From an optimization exercise on the open Yosys and OpenROAD flow, aimed at small area, a short achievable clock period and few clock cycles per item; shortcuts taken in it are not production practice.
The RTL was checked by simulation tests, not by an equivalence proof against the original design.

==> inputs of run a <==
Design pi_heading_aligner_top, start of the top module:
module pi_heading_aligner_top (
  input  logic                                clk_i,
  input  logic                                rst_ni,
  input  logic                                cfg_we_i,
  input  logic [pha_pkg::AddrW-1:0]           cfg_addr_i,
  input  logic [pha_pkg::CfgDataW-1:0]        cfg_wdata_i,
  input  logic                                in_valid_i,
  output logic                                in_ready_o,
  input  logic signed [pha_pkg::ErrW-1:0]     heading_error_i,
  input  logic                                target_valid_i,
  output logic                                out_valid_o,
  input  logic                                out_ready_i,
  output logic signed [pha_pkg::DriveW-1:0]   left_drive_o,
  output logic signed [pha_pkg::DriveW-1:0]   right_drive_o,
  output logic signed [pha_pkg::DriveW-1:0]   steer_value_o,
  output logic                                aligned_o
);
  localparam int unsigned IW = 21;   
  pha_pkg::cfg_t cfg_q;
  logic sk_valid_q, s0_valid_q, s1_valid_q, s2_valid_q, out_valid_q;
  logic adv, s0_load, in_acc;
  logic [ErrW-1:0]        sk_err_q, s0_err_q;
  logic                   sk_tgt_q, s0_tgt_q, s1_tgt_q, s2_tgt_q;
  logic signed [IW-1:0]   integ_q;
  logic [36:0]            s1_prop_q;
  logic [DriveW-1:0]      s2_raw_q;
  logic                   s2_ones_q, s2_zeros_q, s2_neg_q;
  logic signed [DriveW-1:0] left_q, right_q, steer_q;
  logic                   aligned_q;
  always_ff @(posedge clk_i or negedge rst_ni) begin
    if (!rst_ni) begin
      cfg_q.prop_gain      <= '0;
      cfg_q.integ_gain     <= '0;
      cfg_q.integ_limit    <= '0;
      cfg_q.speed_limit    <= SpeedLimReset;
      cfg_q.seek_direction <= SeekNone;
    end else if (cfg_we_i) begin
      unique case (cfg_addr_i)
        RegPropGain:  cfg_q.prop_gain      <= $signed(cfg_wdata_i[GainW-1:0]);
        RegIntegGain: cfg_q.integ_gain     <= $signed(cfg_wdata_i[GainW-1:0]);
        RegIntegLim:  cfg_q.integ_limit    <= cfg_wdata_i[ILimW-1:0];
        RegSpeedLim:  cfg_q.speed_limit    <= cfg_wdata_i[SpdW-1:0];
        RegSeekDir:   cfg_q.seek_direction <= cfg_wdata_i[SeekW-1:0];
        default: ;
  ...
==> flow/config.mk <==
export PLATFORM = sky130hd
export DESIGN_NAME = pi_heading_aligner_top
export DESIGN_NICKNAME = pi_heading_aligner_top
export VERILOG_FILES = /design/flow/design.v
export SDC_FILE = /design/flow/constraint.sdc
export NUM_CORES = 4
export LEC_CHECK = 0
export ABC_AREA = 1
export CAP_MARGIN = 20
export CORE_MARGIN = 2
export CORE_UTILIZATION = 40
export SLEW_MARGIN = 20
==> flow/constraint.sdc <==
create_clock -name core_clock -period 15.0 [get_ports {clk_i}]
set_input_delay 3.0000 -clock core_clock [delete_from_list [all_inputs] [get_ports {clk_i}]]
set_output_delay 3.0000 -clock core_clock [all_outputs]
set_load 0.01 [all_outputs]
standard.sh (not shown) runs the stock make flow with config.mk's settings and CLKGATE_MAP_FILE= SYNTH_SCRIPT=/design/flow/synth_recipe.tcl, a recipe that flattens the netlist after the stock synthesis.
==> flow/flow/run.sh <==
#!/bin/bash
set -euo pipefail
MARGIN=$(cat "$(dirname "$0")/setup_margin.txt")
bash standard.sh finish SETUP_SLACK_MARGIN=$MARGIN > flow_make.log 2>&1
==> flow/flow/setup_margin.txt <==
10
==> run b (differences from run a) <==
Settings changed: ABC_AREA 1 to not set.
==> summary.txt <==
Run b passed the timing, DRC and antenna checks. Run a completed with no timing, DRC or antenna violations.
In run a the global-route usage is lower than in run b, by 2.2 points.
Against run a, the area after synthesis of run b is higher by 13%.
Sequential cell count is the same in run a and run b.
Between run a and run b, the lower die area is in run a (gap about 12%, measured against run b).
Against run a, the worst hold slack of run b is worse by 20 ps.
Against run b, the register-to-register slack of run a is better by 760 ps.
Testbench counts of run a, summed over its fixed seeds: cycles 5,952, items 5,760.
Testbench counts of run b, summed over its fixed seeds: cycles 5,952, items 5,760.

* * *

==> inputs of trial 32 <==
Another version of the RTL of pi_heading_aligner_top (not shown whole).
export LEC_CHECK = 0
export ABC_AREA = 1
export CAP_MARGIN = 20
export CORE_MARGIN = 2
export CORE_UTILIZATION = 40
export SLEW_MARGIN = 20
export TNS_END_PERCENT = 5
create_clock -name core_clock -period 15.0 [get_ports {clk_i}]
==> flow/flow/run.sh <==
#!/bin/bash
set -euo pipefail
HERE="$(cd "$(dirname "$0")" && pwd)"
mapfile -t ARGS < "$HERE/make_args.txt"
bash standard.sh finish "${ARGS[@]}" > flow_make.log 2>&1
==> flow/flow/make_args.txt <==
SETUP_SLACK_MARGIN=9.8
BUFFER_PORTS_ARGS=-buffer_cell sky130_fd_sc_hd__buf_1
==> inputs of trial 53, as changes to trial 32 <==
==> flow/flow/run.sh (replaced) <==
#!/bin/bash
set -euo pipefail
MARGIN=$(cat "$(dirname "$0")/setup_margin.txt")
bash standard.sh finish SETUP_SLACK_MARGIN=$MARGIN > flow_make.log 2>&1
==> flow/flow/setup_margin.txt (new file) <==
10
--- a/flow/config.mk
+++ b/flow/config.mk
@@ -12,2 +12 @@
 export SLEW_MARGIN = 20
-export TNS_END_PERCENT = 5
removed: flow/flow/make_args.txt
==> inputs of trial 61, as changes to trial 32 <==
==> flow/flow/make_args.txt (replaced) <==
SETUP_SLACK_MARGIN=10.5
--- a/flow/config.mk
+++ b/flow/config.mk
@@ -12,2 +12 @@
 export SLEW_MARGIN = 20
-export TNS_END_PERCENT = 5
==> results by group <==
Cells and area
  – Final instance area: 34500 sq um
  – Inverter count: 631
  – Layout Nets: between 4000 and 5000
  – Multi-input logic portion of the cell area: 56.37%
  – Multi-input gate count: around 2500
  – Most frequent cells in the layout: 575 x nand2_1, 519 x inv_1, 373 x xor2_1

Setup path
  – Crit-path cells: clkinvlp_4 -> o22ai_1 -> xor2_1 -> fa_1 -> fa_1 -> inv_1 -> fa_1 -> inv_1 -> fa_1 -> inv_1 -> ha_4 -> a21oi_1 -> o21a_1 -> inv_1 -> a21oi_1 -> o21ai_1 -> a21oi_2 -> inv_1 -> a21oi_1 -> xnor2_1
  – Crit path largest cell delay: approximately 0.53 ns
  – Buffers and inverters on the worst path: 6

STA
  – Headroom to the max-slew limit: between 40% and 50%

GRT
  – Initial antenna violation count: 0

Clocking
  – CTS Buf Count: 31

Outcome
  – Outcome: complete, no violations

Drt
  – Routed vias: 25793
[end of results for trial 53]
==> results by group <==
Setup path
  – Buffers and inverters on the worst path: 6
  – Crit-path cells: clkinvlp_4 -> buf_4 -> o22ai_1 -> xor2_1 -> fa_2 -> inv_1 -> fa_2 -> fa_1 -> inv_1 -> fa_1 -> inv_1 -> ha_4 -> nand2_2 -> nor2_2 -> inv_2 -> nor4b_2 -> nand2_1 -> nand3_1 -> nand2_1

GRT
  – Initial antenna violation count: 2

Cells and area
  – Inverter count: 631
  – Most frequent cells in the layout: 539 x nand2_1, 464 x inv_1, 360 x xor2_1
  – Multi-input logic portion of the cell area: between 50 and 60%
  – Multi-input gate count: 2475
  – Layout Nets: approximately 4300
  – Final instance area: 36850 sq um

Outcome
  – Outcome: complete, no violations

Drt
  – Routed vias: 26484
[end of results for trial 61]
==> results by group <==
Outcome
  – Outcome: complete, no violations

Setup path
  – Crit-path cells: clkinvlp_4 -> buf_4 -> o22ai_1 -> xor2_1 -> fa_1 -> fa_1 -> fa_1 -> inv_1 -> fa_1 -> inv_1 -> ha_1 -> nand2_1 -> nor2_1 -> inv_1 -> nor4_2 -> nand3_1 -> nand3_1 -> xor2_1
  – Crit path largest cell delay: between 0.5 and 0.6 ns
  – Buffers and inverters on the worst path: 5

Cells and area
  – Layout Nets: roughly 4100
  – Multi-input gate count: 2471
  – Inverter count: 646
  – Final non-clock buffer share: 6.499%
  – Final instance area: 32560 sq um

STA
  – Headroom to the max-slew limit: 39.28%

Clocking
  – CTS Buf Count: 30

Drt
  – Routed vias: between 20000 and 30000

GRT
  – Initial antenna violation count: 4
[end of results for trial 32]
Testbench counts of trial 32, summed over its fixed seeds: cycles 5,952, items 5,760.
Testbench counts of trial 53, summed over its fixed seeds: cycles 5,952, items 5,760.
Testbench counts of trial 61, summed over its fixed seeds: cycles 5,952, items 5,760.

* * *

==> maple <==
pi_heading_aligner_top again, from the RTL that the note above started with.
// pi_heading_aligner_top
module pi_heading_aligner_top (
  input  logic                                clk_i,
  input  logic                                rst_ni,
  input  logic                                cfg_we_i,
  input  logic [pha_pkg::AddrW-1:0]           cfg_addr_i,
  input  logic [pha_pkg::CfgDataW-1:0]        cfg_wdata_i,
  input  logic                                in_valid_i,
  output logic                                in_ready_o,
  input  logic signed [pha_pkg::ErrW-1:0]     heading_error_i,
  input  logic                                target_valid_i,
  output logic                                out_valid_o,
  input  logic                                out_ready_i,
  output logic signed [pha_pkg::DriveW-1:0]   left_drive_o,
  output logic signed [pha_pkg::DriveW-1:0]   right_drive_o,
  output logic signed [pha_pkg::DriveW-1:0]   steer_value_o,
  output logic                                aligned_o
);
clock: 15.0 ns
lec_check: 0
abc_area: 1
cap_margin: 20
core_margin: 2
core_utilization: 40
slew_margin: 20
==> flow/flow/run.sh <==
#!/bin/bash
set -euo pipefail
HERE="$(cd "$(dirname "$0")" && pwd)"
mapfile -t ARGS < "$HERE/make_args.txt"
bash standard.sh finish "${ARGS[@]}" > flow_make.log 2>&1
==> flow/flow/make_args.txt <==
SETUP_SLACK_MARGIN=9.6
BUFFER_PORTS_ARGS=-buffer_cell sky130_fd_sc_hd__buf_1
==> ember: changes against maple <==
==> flow/flow/make_args.txt (replaced) <==
SETUP_SLACK_MARGIN=10
BUFFER_PORTS_ARGS=-buffer_cell sky130_fd_sc_hd__buf_1
Settings changed: CTS_BUF_LIST from default to sky130_fd_sc_hd__clkbuf_4 sky130_fd_sc_hd__clkbuf_8.
==> comparison table <==
Outcome: maple complete, no violations; ember complete, no violations
Clock buffer count in the final layout: maple 38; ember 69
Fin area: maple 31830 µm²; ember 34230 µm²
Cell count of the worst reg-to-reg path: maple 20; ember 19
Number of antenna violations at the first check in global routing: maple 5; ember 6
Worst-margin pin slew: maple 0.9354 ns; ember 0.9306 ns
Number of logic inverters in the finished layout: maple 629; ember 632
Count of buffering cells on the critical path with inverters included: maple 7; ember 6
Layout cells sized above 1: maple 11.89%; ember 21.08%
Met1 usage in global routing: maple 31.63%; ember 33.11%
Post-DR wirelength/cell: maple 19.12 µm; ember 20.16 µm
Area growth, synth to finish: maple 13.10%; ember 21.64%
Post-cts gate resize count: maple 16; ember 146
First-iteration detailed-routing DRC count: maple 2366; ember 2736
Testbench counts of maple, summed over its fixed seeds: cycles 5,952, items 5,760.
Testbench counts of ember, summed over its fixed seeds: cycles 5,952, items 5,760.

==> static timing again, ports no longer ideal <==
In the flow no input, the clock included, has a driving cell. The finished layouts below were timed again as built, in two steps.
Step 1 (the two cells are an assumption about what drives the block):
set clk [get_ports {clk_i}]
set_driving_cell -lib_cell sky130_fd_sc_hd__clkbuf_16 $clk
set_driving_cell -lib_cell sky130_fd_sc_hd__buf_2 [delete_from_list [all_inputs] $clk]
Step 2 also shifts input and output timing later by t, the mid clock arrival at the registers, as if the neighbouring blocks saw the same clock.
a / b / c = ideal / step 1 / step 2; a / b = the first two.
run	shift t [ns]	setup WS [ns]	worst hold slack (ns)	clock arrival spread, ns	worst slew at a driven data input, ns
run a	0.629	9.639 / 9.639 / 9.639	0.445 / 0.445 / 0.445	0.024 / 0.024	0.08
run b	0.649	8.880 / 8.880 / 8.880	0.425 / 0.425 / 0.425	0.032 / 0.032	0.06
trial 32	0.647	9.837 / 9.837 / 9.554	0.433 / 0.433 / 0.433	0.025 / 0.025	0.09
trial 53	0.635	9.972 / 9.972 / 9.557	0.431 / 0.431 / 0.431	0.019 / 0.018	0.08
trial 61	0.638	9.940 / 9.940 / 9.940	0.470 / 0.470 / 0.470	0.030 / 0.030	0.09
maple	0.629	9.720 / 9.720 / 9.375	0.431 / 0.431 / 0.431	0.040 / 0.040	0.08
ember	0.690	9.660 / 9.660 / 9.605	0.421 / 0.421 / 0.421	0.076 / 0.075	0.09
After both steps every run listed still meets setup and hold. The setup slack of trial 53, which loses most, moves by 0.000 ns with the drivers and by -0.415 ns with both steps.
